Source: an optimization exercise on an open RTL-to-GDS flow (aim: small area). Production flows keep margins and buffers that such runs may drop.
In this exercise RTL edits were held to simulation tests only and were not proved equivalent to the original.
Power figures rest on the tool's default switching activity, not on a simulated workload.

$ cat flow/design.v
module hb_interp #(
    parameter int WIDTH = 16
) (
    input  logic             clk,
    input  logic             rst,
    input  logic             bypass,
    input  logic             run,
    input  logic [8:0]       cpo,
    input  logic             stb_in,
    input  logic [WIDTH-1:0] data_in,
    output logic             stb_out,
    output logic [WIDTH-1:0] data_out,
    output logic             ovf
);
    logic [9:0]              s_q;
    logic [WIDTH-1:0]        dly_q [16];
    logic [4:0]              vcnt_q;
    logic signed [33:0]      acc_q;
    logic [WIDTH-1:0]        fbuf_q;
    logic                    c_pend_q;
    logic [8:0]              c_cnt_q;
    logic [1:0]              c_off_q;
    logic                    stb_out_q;
    logic [WIDTH-1:0]        data_out_q;
    logic                    ovf_q;
    logic ph_a, ph_b, ph_c, ph_d, o_c, o_d;
    logic slot_free_d, accept_d, drop_d, f_emit_d, c_emit_d;
    logic [15:0] vld;
    logic [WIDTH-1:0] l1, h1, l2, h2, cval;
    logic signed [16:0] p1, p2;
    logic signed [17:0] k1, k2;
    logic signed [33:0] base, sum;
    logic [WIDTH-1:0] f_sat;
    logic [1:0] off_e;
    function automatic logic [WIDTH-1:0] pick4(input logic [WIDTH-1:0] a, b, c, d,
                                               input logic sa, sb, sc, sd);
        pick4 = ({WIDTH{sa}} & a) | ({WIDTH{sb}} & b) | ({WIDTH{sc}} & c) | ({WIDTH{sd}} & d);
    endfunction
    always_comb begin
        ph_a = s_q[2];
        ph_b = s_q[3];
        ph_c = s_q[4];
        ph_d = s_q[5];
        o_c  = s_q[0];
        o_d  = s_q[0] | s_q[1];
        for (int i = 0; i < 16; i++) vld[i] = (vcnt_q > 5'(i));
        l1 = pick4(dly_q[0], dly_q[1], dly_q[2], dly_q[3],
                   ph_a & vld[0], ph_c & !o_c & vld[1], ((ph_c & o_c) | (ph_d & !o_d)) & vld[2],
                   (ph_b | (ph_d & o_d)) & vld[3]);
        h1 = pick4(dly_q[12], dly_q[13], dly_q[14], dly_q[15],
                   ph_b & vld[12], ph_d & !o_d & vld[13], ((ph_d & o_d) | (ph_c & !o_c)) & vld[14],
                   (ph_a | (ph_c & o_c)) & vld[15]);
        l2 = pick4(dly_q[4], dly_q[5], dly_q[6], dly_q[7],
                   ph_a & vld[4], ph_c & !o_c & vld[5], ((ph_c & o_c) | (ph_d & !o_d)) & vld[6],
                   (ph_b | (ph_d & o_d)) & vld[7]);
        h2 = pick4(dly_q[8], dly_q[9], dly_q[10], dly_q[11],
                   ph_b & vld[8], ph_d & !o_d & vld[9], ((ph_d & o_d) | (ph_c & !o_c)) & vld[10],
                   (ph_a | (ph_c & o_c)) & vld[11]);
        p1 = $signed({l1[15], l1}) + $signed({h1[15], h1});
        p2 = $signed({l2[15], l2}) + $signed({h2[15], h2});
        k1 = ph_a ? -18'sd107  : ph_b ? 18'sd2959  : ph_c ? 18'sd445   : -18'sd1271;
        k2 = ph_a ? -18'sd6107 : ph_b ? 18'sd82359 : ph_c ? 18'sd11953 : -18'sd24706;
        base = ph_a ? 34'sd65536 : acc_q;
        sum  = base + p1 * k1 + p2 * k2;
        if (sum[33] != sum[32]) f_sat = sum[33] ? 16'h8000 : 16'h7fff;
        else                    f_sat = sum[32:17];
        slot_free_d = !(s_q[0] | s_q[1] | s_q[2]);
        accept_d    = !bypass && run && stb_in && slot_free_d;
        drop_d      = !bypass && run && stb_in && !slot_free_d;
        f_emit_d    = run && s_q[9];
        c_emit_d    = run && c_pend_q && (c_cnt_q == 9'd1);
        off_e = 2'(s_q[0]) + 2'(s_q[1]) + 2'(s_q[2]) + 2'(s_q[3]) + 2'(s_q[4]) + 2'(s_q[5]) + 2'(accept_d);
        cval = pick4(dly_q[7], dly_q[8], dly_q[9], dly_q[10],
                     c_off_q == 2'd0 && vld[7], c_off_q == 2'd1 && vld[8],
                     c_off_q == 2'd2 && vld[9], c_off_q == 2'd3 && vld[10]);
    end
    always_ff @(posedge clk) begin
        if (accept_d) begin
            for (int i = 15; i > 0; i--) dly_q[i] <= dly_q[i-1];
            dly_q[0] <= data_in;
        end
        if (ph_a | ph_b | ph_c) acc_q <= sum;
        if (ph_d) fbuf_q <= f_sat;
        if (f_emit_d) begin
            c_cnt_q <= cpo;
            c_off_q <= off_e;
        end else begin
            c_cnt_q <= c_cnt_q - 9'd1;
            c_off_q <= c_off_q + 2'(accept_d);
        end
        if (rst) begin
            s_q        <= '0;
            vcnt_q     <= '0;
            c_pend_q   <= 1'b0;
            stb_out_q  <= 1'b0;
            data_out_q <= '0;
            ovf_q      <= 1'b0;
        end else begin
            s_q <= {s_q[8:0] & {9{run}}, accept_d};
            if (accept_d && !vcnt_q[4]) vcnt_q <= vcnt_q + 5'd1;
            if (!run)            c_pend_q <= 1'b0;
            else if (f_emit_d)   c_pend_q <= 1'b1;
            else if (c_emit_d)   c_pend_q <= 1'b0;
            if (drop_d || (f_emit_d && c_pend_q)) ovf_q <= 1'b1;
            if (bypass) begin
                stb_out_q <= stb_in;
                if (stb_in) data_out_q <= data_in;
            end else begin
                stb_out_q <= f_emit_d || c_emit_d;
                if (f_emit_d)      data_out_q <= fbuf_q;
                else if (c_emit_d) data_out_q <= cval;
            end
        end
    end
    assign stb_out  = stb_out_q;
    assign data_out = data_out_q;
    assign ovf      = ovf_q;
endmodule
$ cat flow/run.sh
#!/bin/bash
# synth_recipe.tcl (not shown) runs the flow's synth.tcl, then flattens the netlist and writes it again
# the make line also repeats each setting of config.mk as NAME=value (left out here)
make -C /OpenROAD-flow-scripts/flow DESIGN_CONFIG=/design/flow/config.mk WORK_HOME=/design/flow/orfs CLKGATE_MAP_FILE= SYNTH_SCRIPT=/design/flow/synth_recipe.tcl finish
$ cat flow/config.mk
export PLATFORM = sky130hd
export DESIGN_NAME = hb_interp
export DESIGN_NICKNAME = hb_interp
export VERILOG_FILES = /design/flow/design.v
export SDC_FILE = /design/flow/constraint.sdc
export NUM_CORES = 4
export LEC_CHECK = 0
export CAP_MARGIN = 20
export CORE_MARGIN = 2
export CORE_UTILIZATION = 40
export SLEW_MARGIN = 20
$ cat flow/constraint.sdc
create_clock -name core_clock -period 14.0 [get_ports {clk}]
set_input_delay 2.8000 -clock core_clock [delete_from_list [all_inputs] [get_ports {clk}]]
set_output_delay 2.8000 -clock core_clock [all_outputs]
set_load 0.01 [all_outputs]
==> run notes <==
## power by group
part | switching (µW) | leakage (µW) | internal, µW
Clock | 431 | 0.000585 | 573
Combinational | 45.4 | 0.0149 | 28.8
Sequential | 19.8 | 0.00315 | 1160
## routing by layer
layer  share of wire  wire [µm]  GRT usage
met1            0.43      42500      0.313
met2            0.46      45600      0.349
met4           0.038       3760     0.0719
met5               0          0          0
met3           0.082       8210     0.0467
## registers in the layout, indices dropped and copies added, names as in the netlist
signal and count:
acc_q 34, c_cnt_q 9, c_off_q 2, c_pend_q 1, data_out_q 16, dly_q 256, fbuf_q 16, ovf_q 1
s_q 10, stb_out_q 1, vcnt_q 5
## final timing paths
| kind | end | startpoint | slack, ns |
|---|---|---|---|
| max reg2reg | fbuf_q[3] | s_q[5] | 0.64 |
| max | fbuf_q[3] | s_q[5] | 0.64 |
| min reg2reg | s_q[9] | s_q[8] | 0.43 |
| min | s_q[9] | s_q[8] | 0.43 |
## per-stage QoR
stage               setup slack (ns)  instance area (µm²)
finish                         0.640                39300
global route                  0.0531                39300
CTS                            0.732                39300
detailed placement             0.786                38100
global placement                1.02                38100
floorplan                       2.17                36000
## cell type report
class / instances / area (µm²) / area share
Clock buffer: 52 / 1020 / 0.0260
Clock inverter: 16 / 183 / 0.00465
Inverter: 802 / 3020 / 0.0768
Multi-Input combinational cell: 2052 / 22600 / 0.574
Sequential cell: 351 / 10100 / 0.257
Tap cell: 1165 / 1460 / 0.0371
Timing Repair Buffer: 113 / 966 / 0.0246
## cells in the final DEF (no fill, tap or decap), types with 12 or more instances in the layout
master           count
a22oi_1             33
nor2_1             222
xor2_1              27
nand2b_1            16
a21oi_1             78
fa_1               649
nor2b_1             48
a211oi_1            27
ha_1               250
a221o_1             17
a221oi_1            17
xnor2_1             66
clkbuf_16           38
nand2_1            318
nor3_1              22
o21ai_0             52
edfxtp_1           306
a21o_1              20
clkdlybuf4s50_1     47
a222oi_1            48
dfxtp_1             44
buf_4               66
inv_1              794
and2_1              27
nand3_1             18
clkbuf_1            12
## cell families after synthesis
family | after synthesis
multiplexers | 1
AND/OR/NAND/NOR | 707
adder cells (fa/ha/maj) | 899
buffers and inverters | 886
AO/OA/AOI/OAI | 352
XOR/XNOR | 93
flip-flops | 351
==> flow_summary_export.csv <==
group,metric,value,unit
status,run_status,"timing/DRC/antenna clean",
synthesis,yosysTopAreaCell,"fa_1",
die,floorplan.die_area,0.0923,mm²
synthesis,synth_top_family_by_area,"adder cells",
detailed_routing,detail_route.wirelength,100000,µm
detailed_routing,routed-via-count,23600,
synthesis,synthesis.area,0.0360,mm²
critical_path,critical_path.endpoint_type,"flop",
clock_tree,ctsHtreeMaxLevel,2,
finish,layout_fillers,8349,
critical_path,rr_worst_depth,41,
critical_path,crit_top_cell,"fa_1",
detailed_routing,drt_drc_violations_left,0,
die,io-pin-count,48,
grt,overflow,0,
synthesis,synth_mux_area_frac,0.000313,
synthesis,yosys-top-cells-count,"inv_1 (796), fa_1 (649), nand2_1 (319)",
clock_tree,root_buffer,"clkbuf_16",
synthesis,post_synth_main_area_contributors,"fa_1 (36%), edfxtp_1 (26%), ha_1 (8.7%)",
pwr,leakage,0.0186,µW
pwr,vdd_ir_drop_max,0.117,mV
sta,timing_worst_slew_pin_value,1.10,ns
pwr,power.density_cell_area,57.4,mW/mm²
synthesis,synth-edff-count,306,
detailed_routing,final_routed_wire_length_divided_by_cell_count,22.0,µm
die,placeableCoreArea,0.0888,mm²
placement,port_buffers,47,
finish,syn_to_final_growth,9.28,%
synthesis,share_of_the_synthesized_netlist_area_taken_by_xor_and_xnor_gates,0.0227,
synthesis,synth_async_sr_flop_share,0,
die,die_h,304,µm
pwr,design_power_total,2260,µW
finish,finalNonFillerCells,4551,
finish,layout.nets,4286,
sta,timing.final.hold_violations,0,
clock_tree,cts_inserted_buffers,37,
die,placement_rows,109,
grt,pin_count_of_the_biggest_net_entering_global_routing,93,
min_path,min_delay_path_depth,1,
synthesis,synth.distinct_cells,62,
synthesis,synth_area_in_simple_gates,0.0844,
synthesis,synth_area_per_cell,10.9,µm²
synthesis,seq_area_frac_synth,0.281,
grt,grt_pass1_vias,25100,
synthesis,synth_compound_gate_area_share,0.0707,
synthesis,synth.ff_latch_count,351,
critical_path,critical-path-top-delay-family,"adder cells",
clock_tree,cts_post_setup_buffers_inserted,0,
synthesis,synth_largest_type_area_fraction,0.361,
sta,timing.setup.tns,0,ns
critical_path,timing.critical_path.slowest_stage_cell,"clkinv_1",
synthesis,yosysWarningCount,2,
critical_path,critPathArrivalTime,13.78,ns
detailed_routing,ant_nets_after_route,0,
synthesis,synthAdderAreaFrac,0.448,
finish,layout-drive-gt1-share,0.0452,
clock_tree,worstSkewPairLatency,0.55,ns
sta,finalMaxSlewViolations,0,
flow_run,timing.max_cap.violations,0,
critical_path,crit_path_max_incr_delay,0.60,ns
placement,hpwl,81400,µm
detailed_routing,first_pass_iters,7,
clock_tree,clk_pin_slew_worst_paths,0.06,ns
die,start_util,0.405,
critical_path,worstSetupPathType,"reg -> reg",
die,die_width,304,µm
sta,report.final.setup_viol,0,
finish,postLayoutCoreUtil,0.443,
critical_path,critical_path_fanouts_max,20,
critical_path,cp_num_buf_inv,6,
detailed_routing,detailedRoute.firstIterationViolations,2329,
placement,gp_congestion,0.953,
grt,global_route.usage.total,0.224,
clock_tree,clock_path_buffers,3,
synthesis,syn-num-nets,4218,
synthesis,synth.most_common_cell,"inv_1",
synthesis,mapped_cells,3289,
clock_tree,cts.sinks,351,
grt,first_pass_grt_wire_length,155000,µm
sta,clock-skew-final,0.0179,ns
critical_path,critical_path.startpoint_type,"flop",
synthesis,postSynth.topFlopCell,"edfxtp_1",
clock_tree,cts-hold-fix-buffers,0,
detailed_routing,route.detailed.vias_per_inst,5.19,
sta,period_utilization,0.954,
sta,grt_setup_unrepaired,"no",
clock_tree,tritoncts,"built",
sta,holdWs,0.425,ns
min_path,type_of_the_tightest_min_delay_check,"reg -> reg",
sta,min_period,13.36,ns
sta,fmax,0.0748,GHz
sta,timing.slew.headroom,0.265,
grt,grt_antenna_before_repair,0,
placement,dp_cells,4483,
critical_path,cp_data_required_time,14.41,ns
critical_path,number_of_cells_on_the_critical_path,41,
clock_tree,cts-resized-gates,0,
finish,antenna_cells_inserted,0,

port drivers added, routing unchanged:
The results above use ideal ports. As a check the final layout listed here was re-extracted and re-timed, cells and wires unchanged.
Step 1 sets driving cells, clkbuf_16 on the clock port and buf_2 on the other inputs (assumed; they add their load-dependent delay and slew).
Step 2 adds t to the input delays and takes it off the output delays; t is the mean of the earliest and latest rising clock arrival at the registers after step 1. Input paths then give back, and output paths get back, about the clock's delay inside the block.
Slacks: ideal ports / drivers / drivers and shift; pairs: ideal ports / drivers.
t (ns): 0.597
setup slack, ns: 0.640 / 0.640 / 0.640
worst slew at a driven data input, ns: 0.07
After both steps this run still meets setup and hold. The setup slack of this run moves by 0.000 ns with the drivers and by 0.000 ns with both steps.
